This is an optimization exercise on Yosys and OpenROAD, whose aim is small area, a short achievable clock period and few clock cycles, not a production implementation.
The RTL was checked by simulation tests, not by an equivalence proof against the original design.

## job 2493
// muldiv_unit_p
module muldiv_unit_p #(
    parameter int WIDTH = 32,
    parameter int K     = 2
) (
    input  logic             clk,
    input  logic             reset,
    input  logic             start,
    input  logic [2:0]       op,
    input  logic [WIDTH-1:0] src_a,
    input  logic [WIDTH-1:0] src_b,
    input  logic             cancel,
    input  logic             wr_en,
    input  logic             wr_hi,
    input  logic [WIDTH-1:0] wr_data,
    output logic             busy,
    output logic             done,
    output logic [WIDTH-1:0] hi,
    output logic [WIDTH-1:0] lo
);
make LEC_CHECK=0 CAP_MARGIN=30 CORE_MARGIN=2 CORE_UTILIZATION=40 SETUP_SLACK_MARGIN=5 SLEW_MARGIN=30 finish   # period 13.0 ns
run.sh (not shown) runs the stock make flow with config.mk's settings and CLKGATE_MAP_FILE= SYNTH_SCRIPT=/design/flow/synth_recipe.tcl, a recipe that flattens the netlist after the stock synthesis.
Testbench counts of job 2493, summed over its fixed seeds: cycles 15,716.
Here is what was changed in the inputs of job 185 compared with job 2493.
Settings: CORE_UTILIZATION: 40 -> 65.
--- outcome ---
Cmp job 185 and job 2493 / width of the chip / higher: job 2493
Of job 185 and job 2493, the run reporting the lower core utilization was job 2493.
Cell count after placement delta for job 185 relative to job 2493: 8.7% lower
Job 185 vs job 2493 — number of global-route vias before repair rose about 0.8%.
What job 8862 does differently from job 185 at the input level:
Settings: removing SETUP_SLACK_MARGIN (formerly 5); changing CORE_UTILIZATION from 65 to 40.
==> flow/flow/run.sh (new file) <==
#!/bin/bash
# The standard layout, with timing repair aiming for more setup slack
# than the design's clock period needs.
set -euo pipefail
MARGIN=${MARGIN:-9}
bash standard.sh SETUP_SLACK_MARGIN=$MARGIN finish > orfs_make.log 2>&1
==> flow/standard.sh (new file) <==
#!/bin/bash
# synth_recipe.tcl (not shown) runs the flow's synth.tcl, then flattens the netlist and writes it again
# the make line also repeats each setting of config.mk as NAME=value (left out here)
make -C /OpenROAD-flow-scripts/flow DESIGN_CONFIG=/design/flow/config.mk WORK_HOME=/design/flow/orfs CLKGATE_MAP_FILE= SYNTH_SCRIPT=/design/flow/synth_recipe.tcl "${@:-finish}"
removed: flow/run.sh
Notes after the runs:
Job 8862 vs. job 185: biggest cell delay along the critical path has decreased; wire length of the first global-routing pass increased 27,000 µm; overall global routing resource usage lower; top fanout value on the critical path lost 50; half-perimeter wire length after placement shows an increase of about 10%.

== run 1 ==
muldiv_unit_p, a different RTL version from the one above (not shown whole).
For scale: ~4700 cells after synthesis, roughly 170 I/O pins.
==> flow/design.v (excerpt) <==
module muldiv_unit_p #(
    parameter int WIDTH = 32,
    parameter int K     = 2,
    parameter int R4    = 0
) (
    input  logic             clk,
    input  logic             reset,
    input  logic             start,
    input  logic [2:0]       op,
    input  logic [WIDTH-1:0] src_a,
    input  logic [WIDTH-1:0] src_b,
    input  logic             cancel,
    input  logic             wr_en,
    input  logic             wr_hi,
    input  logic [WIDTH-1:0] wr_data,
    output logic             busy,
    output logic             done,
    output logic [WIDTH-1:0] hi,
    output logic [WIDTH-1:0] lo
);
==> flow/config.mk <==
export PLATFORM = sky130hd
export DESIGN_NAME = muldiv_unit_p
export DESIGN_NICKNAME = muldiv_unit_p
export VERILOG_FILES = /design/flow/design.v
export SDC_FILE = /design/flow/constraint.sdc
export NUM_CORES = 4
export LEC_CHECK = 0
export ABC_AREA = 1
export CAP_MARGIN = 30
export CORE_MARGIN = 2
export CORE_UTILIZATION = 55
export PLACE_DENSITY = 0.8
export SLEW_MARGIN = 30
export SYNTH_HIERARCHICAL = 1
==> flow/constraint.sdc <==
create_clock -name core_clock -period 13.0 [get_ports {clk}]
set_input_delay 2.6000 -clock core_clock [delete_from_list [all_inputs] [get_ports {clk}]]
set_output_delay 2.6000 -clock core_clock [all_outputs]
set_load 0.01 [all_outputs]
standard.sh (not shown) runs the stock make flow with config.mk's settings and CLKGATE_MAP_FILE= SYNTH_SCRIPT=/design/flow/synth_recipe.tcl, a recipe that flattens the netlist after the stock synthesis.
==> flow/flow/run.sh <==
#!/bin/bash
set -euo pipefail
ARGS=$(cat flow/make_args.txt)
bash standard.sh $ARGS finish > orfs_make.log 2>&1
==> flow/flow/make_args.txt <==
SETUP_SLACK_MARGIN=6
Testbench counts of run 1, summed over its fixed seeds: cycles 15,792.
Changes in run 2 relative to run 1:
Settings: a deleted PLACE_DENSITY that had been 0.8; a change of CORE_UTILIZATION from 55 to 40.
==> flow/flow/make_args.txt <==
SETUP_SLACK_MARGIN=6.25
Findings:
- The global router's overall resource usage in run 2 sits 11 points below the value recorded for run 1.
- NOTE wire length run 1->run 2 increased by a few percent
- Number of instances resized during post-cts repair in run 2 is about 46% higher than in run 1
- Run 2 reports its startpoint of the worst setup timing path as src_b[27] while run 1 reports ye_q[0]$_DFFE_PP_.
### run 2 -> run 3
Settings: an added CTS_BUF_LIST of sky130_fd_sc_hd__clkbuf_4 sky130_fd_sc_hd__clkbuf_8.
==> flow/flow/make_args.txt <==
SETUP_SLACK_MARGIN=6
## What came out
- Run 2: all stages complete, timing, DRC and antenna checks passed
- In summary, run 3 completed successfully, with a layout that passed the timing, design-rule and antenna checks.
- Number of cells after detailed placement: run 2 vs run 3 — no meaningful difference
- Diff run 2 -> run 3: final cell count did not really move, first-pass GRT wire length went up.
- When run 3 is measured against run 2, its setup slack of the critical path after layout turns out 0.22 ns lower.
- Row timing-limited maximum frequency: run 3 lower / run 2 higher

muldiv_unit_p, a different RTL version from the one above (not shown whole).
Size in the first run: roughly 4700 cells after synthesis, ~220 flip-flops, ~39000 sq um of cells after synthesis.
export LEC_CHECK = 0
export CAP_MARGIN = 30
export CORE_MARGIN = 2
export CORE_UTILIZATION = 40
export SETUP_SLACK_MARGIN = 5
export SLEW_MARGIN = 30
export TNS_END_PERCENT = 0
create_clock -name core_clock -period 13.0 [get_ports {clk}]
run.sh (not shown) runs the stock make flow with config.mk's settings and CLKGATE_MAP_FILE= SYNTH_SCRIPT=/design/flow/synth_recipe.tcl, a recipe that flattens the netlist after the stock synthesis.
Stock flow here: none of the scripts above is used.
The starting point finished clean.
Testbench counts at the start, summed over its fixed seeds: cycles 15,716.
Edit:
TNS_END_PERCENT = 10   (was 0)
After rerunning: The new run completed with no timing, DRC or antenna violations; synthesized area does not change; maximum frequency stays flat; clock skew hardly moves; global-route usage hardly moves; design area stays flat.

muldiv_unit_p with an RTL version that a note above also has.
Size: ~4700 cells after synthesis, about 170 I/O pins, roughly 39000 sq um of cells after synthesis.
Settings: LEC_CHECK=0, CAP_MARGIN=20, CORE_MARGIN=2, CORE_UTILIZATION=40, SLEW_MARGIN=20; clock period 13.0 ns.
Testbench counts at the start, summed over its fixed seeds: cycles 15,716.
==> next run, changes <==
==> flow/flow/run.sh (new file) <==
#!/bin/bash
# The standard layout, with timing repair aiming for more setup slack
# than the design's clock period needs.
set -euo pipefail
MARGIN=${MARGIN:-7}
bash standard.sh SETUP_SLACK_MARGIN=$MARGIN finish > orfs_make.log 2>&1
==> flow/standard.sh (new file) <==
#!/bin/bash
# synth_recipe.tcl (not shown) runs the flow's synth.tcl, then flattens the netlist and writes it again
# the make line also repeats each setting of config.mk as NAME=value (left out here)
make -C /OpenROAD-flow-scripts/flow DESIGN_CONFIG=/design/flow/config.mk WORK_HOME=/design/flow/orfs CLKGATE_MAP_FILE= SYNTH_SCRIPT=/design/flow/synth_recipe.tcl "${@:-finish}"
- CAP_MARGIN: 20 -> 30
- SLEW_MARGIN: 20 -> 30
removed: flow/run.sh
Effect: The new run completed without violations; routed wire length rises by a few percent; via count rises by a few percent; worst setup slack gets better by 2300 ps; final area rises by about a fifth; synthesized area does not change; core utilization rises by 6.7 points; non-clock buffer count rises by 276; die area does not change; sequential cell count stays the same.

## v6
muldiv_unit_p with an RTL version that a note above also has.
Size in the first run: ~4700 cells after synthesis, roughly 170 I/O pins, roughly 37000 µm² of cells after synthesis.
clock: 13.0 ns
lec_check: 0
abc_area: 1
cap_margin: 30
core_margin: 2
core_utilization: 40
slew_margin: 30
synth_hierarchical: 1
standard.sh (not shown) runs the stock make flow with config.mk's settings and CLKGATE_MAP_FILE= SYNTH_SCRIPT=/design/flow/synth_recipe.tcl, a recipe that flattens the netlist after the stock synthesis.
==> flow/flow/run.sh <==
#!/bin/bash
set -euo pipefail
ARGS=$(cat flow/make_args.txt)
bash standard.sh $ARGS finish > orfs_make.log 2>&1
==> flow/flow/make_args.txt <==
SETUP_SLACK_MARGIN=6
Testbench counts of v6, summed over its fixed seeds: cycles 15,792.
For v7, these inputs were changed with respect to v6:
# v6
export LEC_CHECK = 0
export ABC_AREA = 1
export CAP_MARGIN = 30
export CORE_MARGIN = 2
export CORE_UTILIZATION = 40
export SLEW_MARGIN = 30
export SYNTH_HIERARCHICAL = 1
create_clock -name core_clock -period 13.0 [get_ports {clk}]
# v7
export LEC_CHECK = 0
export ABC_AREA = 1
export CAP_MARGIN = 20
export CORE_MARGIN = 2
export CORE_UTILIZATION = 40
export SLEW_MARGIN = 20
export SYNTH_HIERARCHICAL = 1
create_clock -name core_clock -period 13.0 [get_ports {clk}]
- Between v6 and v7, the flow reports met1 layer wirelength in the final routing increasing slightly.
- Diff v6 -> v7: core utilization roughly the same; area added between synthesis and finish now sits higher; via count closely matched the old numbers.

## cedar
Another version of the RTL of muldiv_unit_p (not shown whole).
For scale: roughly 4,700 cells after synthesis, roughly 170 I/O pins, about 37,000 sq um of cells after synthesis.
Settings: LEC_CHECK=0, ABC_AREA=1, CAP_MARGIN=30, CORE_MARGIN=2, CORE_UTILIZATION=40, SETUP_SLACK_MARGIN=5, SLEW_MARGIN=30, SYNTH_HIERARCHICAL=1; clock period 13.0 ns.
run.sh (not shown) runs the stock make flow with config.mk's settings and CLKGATE_MAP_FILE= SYNTH_SCRIPT=/design/flow/synth_recipe.tcl, a recipe that flattens the netlist after the stock synthesis.
Stock flow here: none of the scripts above is used.
Testbench counts of cedar, summed over its fixed seeds: cycles 15,792.
The following lists how oak was set up differently from cedar:
# cedar
export LEC_CHECK = 0
export ABC_AREA = 1
export CAP_MARGIN = 30
export CORE_MARGIN = 2
export CORE_UTILIZATION = 40
export SETUP_SLACK_MARGIN = 5
export SLEW_MARGIN = 30
export SYNTH_HIERARCHICAL = 1
create_clock -name core_clock -period 13.0 [get_ports {clk}]
# oak
export LEC_CHECK = 0
export ABC_AREA = 1
export CAP_MARGIN = 30
export CORE_MARGIN = 2
export CORE_UTILIZATION = 40
export SLEW_MARGIN = 30
export SYNTH_HIERARCHICAL = 1
create_clock -name core_clock -period 13.0 [get_ports {clk}]
==> flow/flow/run.sh (new file) <==
#!/bin/bash
set -euo pipefail
ARGS=$(cat flow/make_args.txt)
bash standard.sh $ARGS finish > orfs_make.log 2>&1
==> flow/flow/make_args.txt (new file) <==
SETUP_SLACK_MARGIN=6
==> flow/standard.sh (new file) <==
#!/bin/bash
# synth_recipe.tcl (not shown) runs the flow's synth.tcl, then flattens the netlist and writes it again
# the make line also repeats each setting of config.mk as NAME=value (left out here)
make -C /OpenROAD-flow-scripts/flow DESIGN_CONFIG=/design/flow/config.mk WORK_HOME=/design/flow/orfs CLKGATE_MAP_FILE= SYNTH_SCRIPT=/design/flow/synth_recipe.tcl "${@:-finish}"
removed: flow/run.sh
==> results.txt <==
- Cmp cedar and oak / total detailed-routing wirelength / higher: oak
- oak vs. cedar: time the worst path needs with I/O delays and setup down 0.80 ns, global-route usage up 0.53 points, synthesized cell count flat.
- Against cedar, via count in oak rose by a few percent.
- Final layout net count ended up about 2.2% higher on oak than on cedar.
- In the flow results for cedar and oak, the post-CTS repair timing setup buffer count is larger on oak.
- Comparing cedar and oak, the lower worst hold slack was measured on cedar.
- The clock input transition at the sequential cells of the worst setup and hold paths was comparable across cedar and oak.
- The run with more setup slack is oak; cedar has less.

-- static timing again, ports no longer ideal --
The results above use ideal ports. As a check the final layouts listed here were re-extracted and re-timed, cells and wires unchanged.
Step 1: set_driving_cell puts a clkbuf_16 on clk and a buf_2 on each other input, an assumption about the parent block.
Step 2 adds t to the input delays and takes it off the output delays; t is the mean of the earliest and latest rising clock arrival at the registers after step 1. Input paths then give back, and output paths get back, about the clock's delay inside the block.
a / b / c = no drivers / after step 1 / after step 2; a / b = the first two.
run	t, ns	setup WS [ns]	latest minus earliest clock arrival (ns)	worst slew at a driven data input, ns
job 2493	0.661	4.991 / 4.991 / 4.467	0.018 / 0.018	0.06
job 185	0.661	5.072 / 5.072 / 4.499	0.033 / 0.033	0.06
job 8862	0.668	5.488 / 5.488 / 5.140	0.041 / 0.040	0.07
run 1	0.645	6.023 / 6.023 / 5.516	0.073 / 0.073	0.06
run 2	0.655	6.359 / 6.380 / 5.740	0.026 / 0.025	0.06
run 3	0.691	6.141 / 6.141 / 5.561	0.051 / 0.050	0.07
the first run of note 3	0.680	5.009 / 5.048 / 4.367	0.059 / 0.059	0.07
the second run of note 3	0.683	5.001 / 5.046 / 4.362	0.061 / 0.061	0.06
the first run of note 4	0.673	3.078 / 3.131 / 2.457	0.025 / 0.025	0.07
the second run of note 4	0.692	5.405 / 5.405 / 4.898	0.032 / 0.032	0.05
v6	0.645	6.097 / 6.097 / 5.514	0.020 / 0.020	0.06
v7	0.651	6.110 / 6.116 / 5.465	0.043 / 0.043	0.06
cedar	0.672	5.140 / 5.140 / 4.657	0.031 / 0.031	0.05
oak	0.685	5.943 / 5.955 / 5.270	0.082 / 0.082	0.06
After both steps every run listed still meets setup and hold. For oak, which loses most, drivers alone change the setup slack by +0.012 ns; drivers and shift together by -0.673 ns.
